Context: an optimization exercise on an open-source flow, tuned for small area. The choices shown serve that exercise and are no tape-out recipe.
At most, simulation tests tie the RTL to the original design; equivalence was not proved.

==> trial 80: inputs <==
// cfi_log_queue
module cfi_log_queue
#(
  parameter int unsigned NR_COMMIT_PORTS = 2,
  parameter int unsigned DEPTH           = ariane_pkg::CFI_LOG_DEPTH
) (
  input  logic                       clk_i,
  input  logic                       rst_i,
  input  logic [NR_COMMIT_PORTS*(32+3*ariane_pkg::VLEN)-1:0] log_i,
  input  logic [NR_COMMIT_PORTS-1:0] log_valid_i,
  output logic [(32+3*ariane_pkg::VLEN)-1:0] log_o,
  output logic                       log_valid_o,
  input  logic                       log_ready_i,
  output logic                       stall_o,
  output logic                       overflow_o,
  output logic [ariane_pkg::DROP_CNT_W-1:0] drop_cnt_o,
  input  logic                       clear_i
);
==> module cfi_log_queue, before the edit <==
module cfi_log_queue
#(
  parameter int unsigned NR_COMMIT_PORTS = 2,
  parameter int unsigned DEPTH           = ariane_pkg::CFI_LOG_DEPTH
) (
  input  logic                       clk_i,
  input  logic                       rst_i,
  input  logic [NR_COMMIT_PORTS*(32+3*ariane_pkg::VLEN)-1:0] log_i,
  input  logic [NR_COMMIT_PORTS-1:0] log_valid_i,
  output logic [(32+3*ariane_pkg::VLEN)-1:0] log_o,
  output logic                       log_valid_o,
  input  logic                       log_ready_i,
  output logic                       stall_o,
  output logic                       overflow_o,
  output logic [ariane_pkg::DROP_CNT_W-1:0] drop_cnt_o,
  input  logic                       clear_i
);
  localparam int unsigned LW  = 32 + 3*ariane_pkg::VLEN;
  localparam int unsigned PW  = $clog2(DEPTH);
  localparam int unsigned CW  = PW + 1;
  localparam int unsigned DW1 = ariane_pkg::DROP_CNT_W + 1;
  logic [PW-1:0]         rd_ptr_q, rd_ptr_d;
  logic [PW-1:0]         wr_ptr_q, wr_ptr_d;
  logic [CW-1:0]         count_q, count_d;
  logic [CW-1:0]         free, n_valid, n_push, n_drop, slot_sum;
  logic [NR_COMMIT_PORTS-1:0] accept;
  logic [PW-1:0]         slot [NR_COMMIT_PORTS];
  logic                  pop;
  logic [ariane_pkg::DROP_CNT_W-1:0] drop_cnt_q, drop_cnt_d, drop_base;
  logic [DW1-1:0]        drop_sum;
  logic                  overflow_q, overflow_d;
  logic [LW-1:0]         mem_q [DEPTH];
  always_comb begin
    free     = CW'(DEPTH) - count_q;
    n_valid  = '0;
    slot_sum = '0;
    accept   = '0;
    for (int i = 0; i < int'(NR_COMMIT_PORTS); i++) begin
      accept[i] = log_valid_i[i] && (n_valid < free);
      slot_sum  = {1'b0, wr_ptr_q} + n_valid;
      slot[i]   = slot_sum[PW-1:0];
      if (log_valid_i[i]) n_valid = n_valid + CW'(1);
    end
    n_push   = (n_valid < free) ? n_valid : free;
    n_drop   = n_valid - n_push;
    pop      = (count_q != '0) && log_ready_i;
    count_d  = count_q + n_push - CW'(pop);
    wr_ptr_d = wr_ptr_q + n_push[PW-1:0];
    rd_ptr_d = rd_ptr_q + PW'(pop);
    drop_base  = clear_i ? '0 : drop_cnt_q;
    drop_sum   = {1'b0, drop_base} + DW1'(n_drop);
    drop_cnt_d = drop_sum[DW1-1] ? '1 : drop_sum[ariane_pkg::DROP_CNT_W-1:0];
    overflow_d = (overflow_q && !clear_i) || (n_drop != '0);
  end
  always_ff @(posedge clk_i or posedge rst_i) begin
    if (rst_i) begin
      rd_ptr_q   <= '0;
      wr_ptr_q   <= '0;
      count_q    <= '0;
      drop_cnt_q <= '0;
      overflow_q <= 1'b0;
    end else begin
      rd_ptr_q   <= rd_ptr_d;
      wr_ptr_q   <= wr_ptr_d;
      count_q    <= count_d;
      drop_cnt_q <= drop_cnt_d;
      overflow_q <= overflow_d;
    end
  end
  always_ff @(posedge clk_i) begin
    for (int i = 0; i < int'(NR_COMMIT_PORTS); i++) begin
      if (accept[i]) mem_q[slot[i]] <= log_i[i*LW +: LW];
    end
  end
  assign log_valid_o = (count_q != '0);
  assign log_o       = mem_q[rd_ptr_q];
  assign stall_o     = free < CW'(NR_COMMIT_PORTS);
  assign overflow_o  = overflow_q;
  assign drop_cnt_o  = drop_cnt_q;
endmodule
export LEC_CHECK = 0
export CAP_MARGIN = 20
export CORE_MARGIN = 2
export CORE_UTILIZATION = 50
export SLEW_MARGIN = 20
create_clock -name core_clock -period 6.0 [get_ports {clk_i}]
run.sh (not shown) runs the stock make flow with config.mk's settings and CLKGATE_MAP_FILE= SYNTH_SCRIPT=/design/flow/synth_recipe.tcl, a recipe that flattens the netlist after the stock synthesis.
==> trial 67 (differences from trial 80) <==
==> flow/design.v (replaced) <==
package ariane_pkg;
  localparam int unsigned VLEN          = 64;
  localparam int unsigned CFI_LOG_DEPTH = 8;
  localparam int unsigned DROP_CNT_W    = 16;
  typedef struct packed {
    logic [31:0]     instr;
    logic [VLEN-1:0] addr_pc;
    logic [VLEN-1:0] addr_npc;
    logic [VLEN-1:0] addr_target;
  } cfi_log_t;
endpackage
module cfi_log_queue
#(
  parameter int unsigned NR_COMMIT_PORTS = 2,
  parameter int unsigned DEPTH           = ariane_pkg::CFI_LOG_DEPTH
) (
  input  logic                       clk_i,
  input  logic                       rst_i,
  input  logic [NR_COMMIT_PORTS*(32+3*ariane_pkg::VLEN)-1:0] log_i,
  input  logic [NR_COMMIT_PORTS-1:0] log_valid_i,
  output logic [(32+3*ariane_pkg::VLEN)-1:0] log_o,
  output logic                       log_valid_o,
  input  logic                       log_ready_i,
  output logic                       stall_o,
  output logic                       overflow_o,
  output logic [ariane_pkg::DROP_CNT_W-1:0] drop_cnt_o,
  input  logic                       clear_i
);
  localparam int unsigned LW = 32 + 3*ariane_pkg::VLEN;
  localparam int unsigned DW = ariane_pkg::DROP_CNT_W;
  logic [2:0]    rd_ptr_q, wr_ptr_q, wr_ptr_p1;
  logic [3:0]    count_q;
  logic          full, seven;
  logic          acc0, acc1, first, second, pop;
  logic [1:0]    n_drop;
  logic [7:0]    we, rd_sel;
  logic [LW-1:0] d_even, d_odd;
  logic [DW-1:0] drop_cnt_q, drop_base;
  logic [DW:0]   drop_sum;
  logic          overflow_q;
  logic [LW-1:0] mem_q [8];
  assign full   = count_q[3];
  assign seven  = (count_q == 4'd7);
  assign acc0   = log_valid_i[0] && !full;
  assign acc1   = log_valid_i[1] && !full && !(seven && log_valid_i[0]);
  assign first  = acc0 || acc1;
  assign second = acc0 && acc1;
  assign n_drop = {1'b0, log_valid_i[0] && !acc0} + {1'b0, log_valid_i[1] && !acc1};
  assign pop    = (count_q != 4'd0) && log_ready_i;
  assign wr_ptr_p1 = wr_ptr_q + 3'd1;
  always_comb begin
    for (int k = 0; k < 8; k++) begin
      we[k]     = (first && wr_ptr_q == 3'(k)) || (second && wr_ptr_p1 == 3'(k));
      rd_sel[k] = (rd_ptr_q == 3'(k));
    end
  end
  assign d_even = (!wr_ptr_q[0] && log_valid_i[0]) ? log_i[0 +: LW] : log_i[LW +: LW];
  assign d_odd  = ( wr_ptr_q[0] && log_valid_i[0]) ? log_i[0 +: LW] : log_i[LW +: LW];
  assign drop_base = clear_i ? '0 : drop_cnt_q;
  assign drop_sum  = {1'b0, drop_base} + (DW+1)'(n_drop);
  always_ff @(posedge clk_i or posedge rst_i) begin
    if (rst_i) begin
      rd_ptr_q   <= '0;
      wr_ptr_q   <= '0;
      count_q    <= '0;
      drop_cnt_q <= '0;
      overflow_q <= 1'b0;
    end else begin
      rd_ptr_q   <= rd_ptr_q + 3'(pop);
      wr_ptr_q   <= wr_ptr_q + {1'b0, second, first ^ second};
      count_q    <= count_q + {2'b0, second, first ^ second} - 4'(pop);
      drop_cnt_q <= drop_sum[DW] ? '1 : drop_sum[DW-1:0];
      overflow_q <= (overflow_q && !clear_i) || (n_drop != 2'd0);
    end
  end
  always_ff @(posedge clk_i) begin
    for (int k = 0; k < 8; k += 2) begin
      if (we[k])   mem_q[k]   <= d_even;
      if (we[k+1]) mem_q[k+1] <= d_odd;
    end
  end
  for (genvar b = 0; b < LW; b++) begin : g_rd
    cfi_log_queue_rd_bit u_rd (
      .sel_i (rd_sel),
      .d_i   ({mem_q[7][b], mem_q[6][b], mem_q[5][b], mem_q[4][b],
               mem_q[3][b], mem_q[2][b], mem_q[1][b], mem_q[0][b]}),
      .q_o   (log_o[b])
    );
  end
  assign log_valid_o = (count_q != 4'd0);
  assign stall_o     = count_q[3] || seven;
  assign overflow_o  = overflow_q;
  assign drop_cnt_o  = drop_cnt_q;
endmodule
module cfi_log_queue_rd_bit (
  input  logic [7:0] sel_i,
  input  logic [7:0] d_i,
  output logic       q_o
);
  assign q_o = |(sel_i & d_i);
endmodule
--- a/flow/config.mk
+++ b/flow/config.mk
@@ -9,3 +9,7 @@
 export CORE_MARGIN = 2
 export CORE_UTILIZATION = 50
+export CTS_BUF_LIST = sky130_fd_sc_hd__clkbuf_4
+export CTS_CLUSTER_SIZE = 30
 export SLEW_MARGIN = 20
+export SYNTH_HIERARCHICAL = 1
+export SYNTH_MINIMUM_KEEP_SIZE = 0
==> flow_metrics.py <==
metrics = {
    "final_layout": {
        "mostFrequentLayoutCell": "mux2_2",
        "buffers": 788,
        "nClkBuffers": 259,
        "instances_no_fill": 8033,
    },
    "worst_setup_path": {
        "slowest_delay_ps": 970,
        "r2r_start": "count_q[0]",
    },
    "power_and_ir_drop": {
        "p_leak_nw": 35.0,
        "p_clk_frac": 0.206,
    },
    "min_path": {
        "hold_depth": 1,
    },
    "timing": {
        "fin_hold_ws_ps": 598,
        "finalClockSkew_ps": 14.9,
    },
    "synth": {
        "ys_seq_area_frac": 0.602,
        "synth_common_cells": "mux2_2 (1956), edfxtp_1 (1792), mux4_2 (448)",
    },
    "grt": {
        "gr-usage-met2": 0.460,
    },
    "run_status": {
        "status": "timing/DRC/antenna clean",
    },
}
Source of the figures above: trial 80

==> flow_metrics.py <==
metrics = {
    "synth": {
        "ys_seq_area_frac": 0.789,
        "synth_common_cells": "edfxtp_1 (1792), a22oi_1 (896), mux2_2 (436)",
        "ys_warn_count": 8,
    },
    "final_layout": {
        "buffers": 785,
        "nClkBuffers": 685,
        "instances_no_fill": 6918,
        "mostFrequentLayoutCell": "edfxtp_1",
    },
    "timing": {
        "finalClockSkew_ps": 95.7,
        "fin_hold_ws_ps": 282,
    },
    "worst_setup_path": {
        "cp-start-kind": "flop",
        "slowest_delay_ps": 920,
    },
    "run_status": {
        "status": "timing/DRC/antenna clean",
    },
    "detailed_routing": {
        "dr_wl_met2_um": 92600,
    },
    "grt": {
        "gr-usage-met2": 0.426,
    },
}
Source of the figures above: trial 67

The RTL of trial 67 was laid out without a check of its function.

## separate check: timing with driven ports
In the flow no input, the clock included, has a driving cell. The finished layouts below were timed again as built, in two steps. Step 1 (the two cells are an assumption about what drives the block):
set clk [get_ports {clk_i}]
set_driving_cell -lib_cell sky130_fd_sc_hd__clkbuf_16 $clk
set_driving_cell -lib_cell sky130_fd_sc_hd__buf_2 [delete_from_list [all_inputs] $clk]
Step 2 times the ports against the registers' clock, not the clock port: input delays grow and output delays shrink by t, the midpoint of the rising clock arrivals with the driver on. Slacks: ideal / step 1 / step 2; pairs: ideal / step 1.
run	t, ns	setup WS [ns]	hold WS [ns]
trial 80	0.915	0.902 / 0.814 / 0.473	0.598 / 0.598 / 0.598
trial 67	1.340	0.488 / 0.412 / 1.413	0.282 / 0.227 / 0.525
After both steps setup and hold are still met in every run listed. The setup slack of trial 80, which loses most, moves by -0.088 ns with the drivers and by -0.429 ns with both steps.
